This design comes from an exercise in tuning for small area, a short achievable clock period and few clock cycles on the open sky130 flow, not from production work. Power is estimated from default activity; no workload was simulated.

==> flow/design.v <==
package reindeer_pkg;
    localparam int XLEN          = 32;
    localparam int REG_ADDR_BITS = 5;
    localparam int MEM_ADDR_BITS = 10;
    localparam int PC_BITWIDTH   = MEM_ADDR_BITS + 2;
endpackage
`timescale 1ns/1ps
`default_nettype none
module reindeer_core (
    input  logic        clk,
    input  logic        arst_n_i,
    input  logic        start_i,
    input  logic [11:0] start_address_i,
    input  logic [31:0] mem_read_data_i,
    input  logic        mem_read_ack_i,
    input  logic [42:0] ocd_reg_i,
    output logic [9:0]  mem_addr_o,
    output logic        mem_read_en_o,
    output logic [31:0] ocd_reg_read_data_o,
    output logic        paused_o,
    output logic [11:0] peek_pc_o,
    output logic [31:0] peek_ir_o
);
    localparam logic [6:0] OPCODE_OP_IMM = 7'b0010011;
    localparam logic [6:0] OPCODE_OP     = 7'b0110011;
    localparam logic [6:0] OPCODE_LUI    = 7'b0110111;
    logic [4:0]  ocd_raddr;
    logic        ocd_we;
    logic [4:0]  ocd_waddr;
    logic [31:0] ocd_wdata;
    assign ocd_raddr = ocd_reg_i[42:38];
    assign ocd_we    = ocd_reg_i[37];
    assign ocd_waddr = ocd_reg_i[36:32];
    assign ocd_wdata = ocd_reg_i[31:0];
    logic        paused_q;    
    logic        out_q;       
    logic        live_q;      
    logic [9:0]  faddr_q;     
    logic [31:0] h_q, s_q;    
    logic        hv_q, sv_q;  
    logic        h_legal_q, h_op_q, s_legal_q, s_op_q;
    logic        dph_q;       
    logic        in_legal, in_op;
    logic        halt;        
    logic        issue;       
    logic        keep;        
    logic        req;
    logic        arrive;
    logic        refill;      
    assign in_op    = (mem_read_data_i[6:0] == OPCODE_OP);
    assign in_legal = (mem_read_data_i[6:0] == OPCODE_OP_IMM) || in_op ||
                      (mem_read_data_i[6:0] == OPCODE_LUI);
    assign halt   = hv_q & ~h_legal_q;
    assign issue  = hv_q & h_legal_q & (~h_op_q | dph_q);
    assign keep   = hv_q & h_legal_q & h_op_q & ~dph_q;
    assign refill = ~hv_q | issue;
    assign req    = ~paused_q & ~halt &
                    (~out_q | (mem_read_ack_i & ~(sv_q & issue & s_op_q)));
    assign arrive = mem_read_ack_i & live_q & ~halt;
    always_ff @(posedge clk or negedge arst_n_i) begin
        if (!arst_n_i) begin
            paused_q  <= 1'b1;
            out_q     <= 1'b0;
            live_q    <= 1'b0;
            faddr_q   <= '0;
            h_q       <= '0;
            hv_q      <= 1'b0;
            sv_q      <= 1'b0;
            dph_q     <= 1'b0;
        end else begin
            paused_q <= paused_q ? ~start_i : halt;
            out_q    <= req | (out_q & ~mem_read_ack_i);
            live_q   <= req | (live_q & ~mem_read_ack_i & ~halt);
            if (paused_q && start_i) begin
                faddr_q <= start_address_i[11:2];
            end else if (halt) begin
                faddr_q <= faddr_q - 10'd1 - {9'd0, sv_q} - {9'd0, live_q};
            end else if (req) begin
                faddr_q <= faddr_q + 10'd1;
            end
            dph_q <= keep;
            if (halt) begin
                hv_q <= 1'b0;
                sv_q <= 1'b0;
            end else if (refill) begin
                hv_q <= sv_q | arrive;
                sv_q <= sv_q & arrive;
                if (sv_q) begin
                    h_q <= s_q;
                end else if (arrive) begin
                    h_q <= mem_read_data_i;
                end
            end else if (arrive) begin
                sv_q <= 1'b1;
            end
        end
    end
    always_ff @(posedge clk) begin
        if (refill) begin
            h_legal_q <= sv_q ? s_legal_q : in_legal;
            h_op_q    <= sv_q ? s_op_q : in_op;
        end
        if (arrive && !(refill && !sv_q)) begin
            s_q       <= mem_read_data_i;
            s_legal_q <= in_legal;
            s_op_q    <= in_op;
        end
    end
    assign mem_addr_o    = faddr_q;
    assign mem_read_en_o = req;
    assign paused_o      = paused_q;
    assign peek_pc_o     = {faddr_q, 2'b00};
    assign peek_ir_o     = h_q;
    logic [31:0] rf [1:31];
    logic        we;
    logic [4:0]  waddr;
    logic [31:0] wdata;
    logic [31:0] result;
    logic        ev_q;
    logic [4:0]  rd_q;
    assign we    = paused_q ? ocd_we : ev_q;
    assign waddr = paused_q ? ocd_waddr : rd_q;
    assign wdata = result;
    for (genvar i = 1; i < 32; i++) begin : g_rf
        always_ff @(posedge clk) begin
            if (we && (waddr == 5'(i))) begin
                rf[i] <= wdata;
            end
        end
    end
    logic [4:0]  raddr_q;     
    logic        fwd_q;       
    logic [4:0]  raddr_d;
    logic [31:0] nxt;         
    logic        is_op, is_lui;
    logic [2:0]  f3;
    logic [4:0]  rd;
    logic [31:0] imm;
    logic [4:0]  ra;
    logic [31:0] rdata;
    logic [31:0] a_q, b_q;
    logic        sub_q, left_q, sra_q;
    logic        sel_add_q, sel_lt_q, sel_ltu_q, sel_xor_q, sel_or_q, sel_and_q, sel_sh_q;
    logic        ev_d;
    assign is_op  = h_op_q;
    assign is_lui = (h_q[6:0] == OPCODE_LUI);
    assign f3     = h_q[14:12];
    assign rd     = h_q[11:7];
    assign imm    = is_lui ? {h_q[31:12], 12'b0} : {{20{h_q[31]}}, h_q[31:20]};
    assign ev_d   = issue && (rd != 5'd0);
    assign nxt     = sv_q ? s_q : mem_read_data_i;
    assign raddr_d = keep ? h_q[24:20] : nxt[19:15];
    always_ff @(posedge clk) begin
        raddr_q <= raddr_d;
        fwd_q   <= ev_d && (rd == raddr_d);
    end
    logic [31:0] rf_r [0:31];
    always_comb begin
        rf_r[0] = '0;
        for (int i = 1; i < 32; i++) begin
            rf_r[i] = rf[i];
        end
    end
    assign ra    = paused_q ? ocd_raddr : raddr_q;
    assign rdata = rf_r[ra];
    logic        alt, sub, bsel;
    assign alt  = (h_q[31:25] == 7'b0100000) && (is_op || (f3 == 3'b101)) && !is_lui;
    assign sub  = !is_lui && (((f3 == 3'b000) && alt) || (f3 == 3'b010) || (f3 == 3'b011));
    assign bsel = is_op || paused_q;
    always_ff @(posedge clk) begin
        if (!dph_q) begin
            a_q <= is_lui ? '0 : (fwd_q ? result : rdata);
        end
        b_q      <= (bsel ? rdata : imm) ^ {32{sub && !paused_q}};
        sub_q    <= sub;
        sel_add_q <= issue && (is_lui || (f3 == 3'b000));
        sel_lt_q  <= issue && !is_lui && (f3 == 3'b010);
        sel_ltu_q <= issue && !is_lui && (f3 == 3'b011);
        sel_xor_q <= issue && !is_lui && (f3 == 3'b100);
        sel_or_q  <= issue && !is_lui && (f3 == 3'b110);
        sel_and_q <= issue && !is_lui && (f3 == 3'b111);
        sel_sh_q  <= issue && !is_lui && (f3[1:0] == 2'b01);
        left_q    <= (f3 == 3'b001);
        sra_q     <= alt && (f3 == 3'b101);
        rd_q     <= rd;
    end
    always_ff @(posedge clk or negedge arst_n_i) begin
        if (!arst_n_i) begin
            ev_q <= 1'b0;
        end else begin
            ev_q <= ev_d;
        end
    end
    logic [33:0] sum;
    logic        lt, ltu;
    logic [31:0] sh_in, sh_out, sh_res;
    assign sum = {1'b0, a_q, 1'b1} + {1'b0, b_q, sub_q};
    assign ltu = ~sum[33];
    assign lt  = (a_q[31] ^ ~b_q[31]) ? a_q[31] : sum[32];
    always_comb begin
        for (int i = 0; i < 32; i++) begin
            sh_in[i] = left_q ? a_q[31-i] : a_q[i];
        end
    end
    assign sh_out = 32'($signed({sra_q & a_q[31], sh_in}) >>> b_q[4:0]);
    always_comb begin
        for (int i = 0; i < 32; i++) begin
            sh_res[i] = left_q ? sh_out[31-i] : sh_out[i];
        end
    end
    assign result = ({32{sel_add_q}} & sum[32:1]) |
                    ({32{sel_xor_q}} & (a_q ^ b_q)) |
                    ({32{sel_or_q}}  & (a_q | b_q)) |
                    ({32{sel_and_q}} & (a_q & b_q)) |
                    ({32{sel_sh_q}}  & sh_res) |
                    {31'd0, (sel_lt_q & lt) | (sel_ltu_q & ltu)} |
                    ({32{paused_q}} & ocd_wdata);
    assign ocd_reg_read_data_o = b_q;
endmodule
`default_nettype wire
Settings: LEC_CHECK=0, CAP_MARGIN=20, CELL_PAD_IN_SITES_DETAIL_PLACEMENT=2, CELL_PAD_IN_SITES_GLOBAL_PLACEMENT=2, CORE_MARGIN=2, CORE_UTILIZATION=40, CTS_BUF_LIST=sky130_fd_sc_hd__clkbuf_8, CTS_CLUSTER_SIZE=20, SETUP_SLACK_MARGIN=2.5, SLEW_MARGIN=20; clock period 6.0 ns.
run.sh (not shown) runs the stock make flow with config.mk's settings and CLKGATE_MAP_FILE= SYNTH_SCRIPT=/design/flow/synth_recipe.tcl, a recipe that flattens the netlist after the stock synthesis.
The baseline ran to the end with no violations.
Edit:
--- a/flow/config.mk
+++ b/flow/config.mk
@@ -10,7 +10,5 @@
 export CELL_PAD_IN_SITES_GLOBAL_PLACEMENT = 2
 export CORE_MARGIN = 2
-export CORE_UTILIZATION = 40
-export CTS_BUF_LIST = sky130_fd_sc_hd__clkbuf_8
-export CTS_CLUSTER_SIZE = 20
+export CORE_UTILIZATION = 30
 export SETUP_SLACK_MARGIN = 2.5
 export SLEW_MARGIN = 20
Via count drops by about 8%.
Total power shrinks by about 2.6%.
Setup slack is better by 91 ps.
Worst hold slack is better by 110 ps.
Design area rises by about 0.6%.
Die area came out higher by about 33%.
Routed wire length goes down by 12%.
Core utilization came out lower by 13 points.
Sequential share of layout area shrinks by 0.32 points.
First-iteration DRC count goes down by 20%.
Clock skew came out lower by 42 ps.
No functional check of the RTL was part of any run of this note.

-- static timing again, ports no longer ideal --
The results above use ideal ports. As a check the final layouts listed here were re-extracted and re-timed, cells and wires unchanged. Step 1 sets driving cells, clkbuf_16 on the clock port and buf_2 on the other inputs (assumed; they add their load-dependent delay and slew). Step 2 moves the port delays by t, midway between the first and last clock arrival at a register: inputs arrive t later, outputs are due t later. That takes back most of the time a late clock gives input paths. Three values: no drivers, after step 1, after step 2; two values: the first two.
run	shift t [ns]	slack for setup (ns)	cell pins on the clock port's net
the first run	1.031	1.739 / 1.739 / 0.843	1
the second run	0.876	1.830 / 1.830 / 1.411	1
After both steps every run listed still meets setup and hold. The setup slack of the first run, which loses most, moves by 0.000 ns with the drivers and by -0.896 ns with both steps.
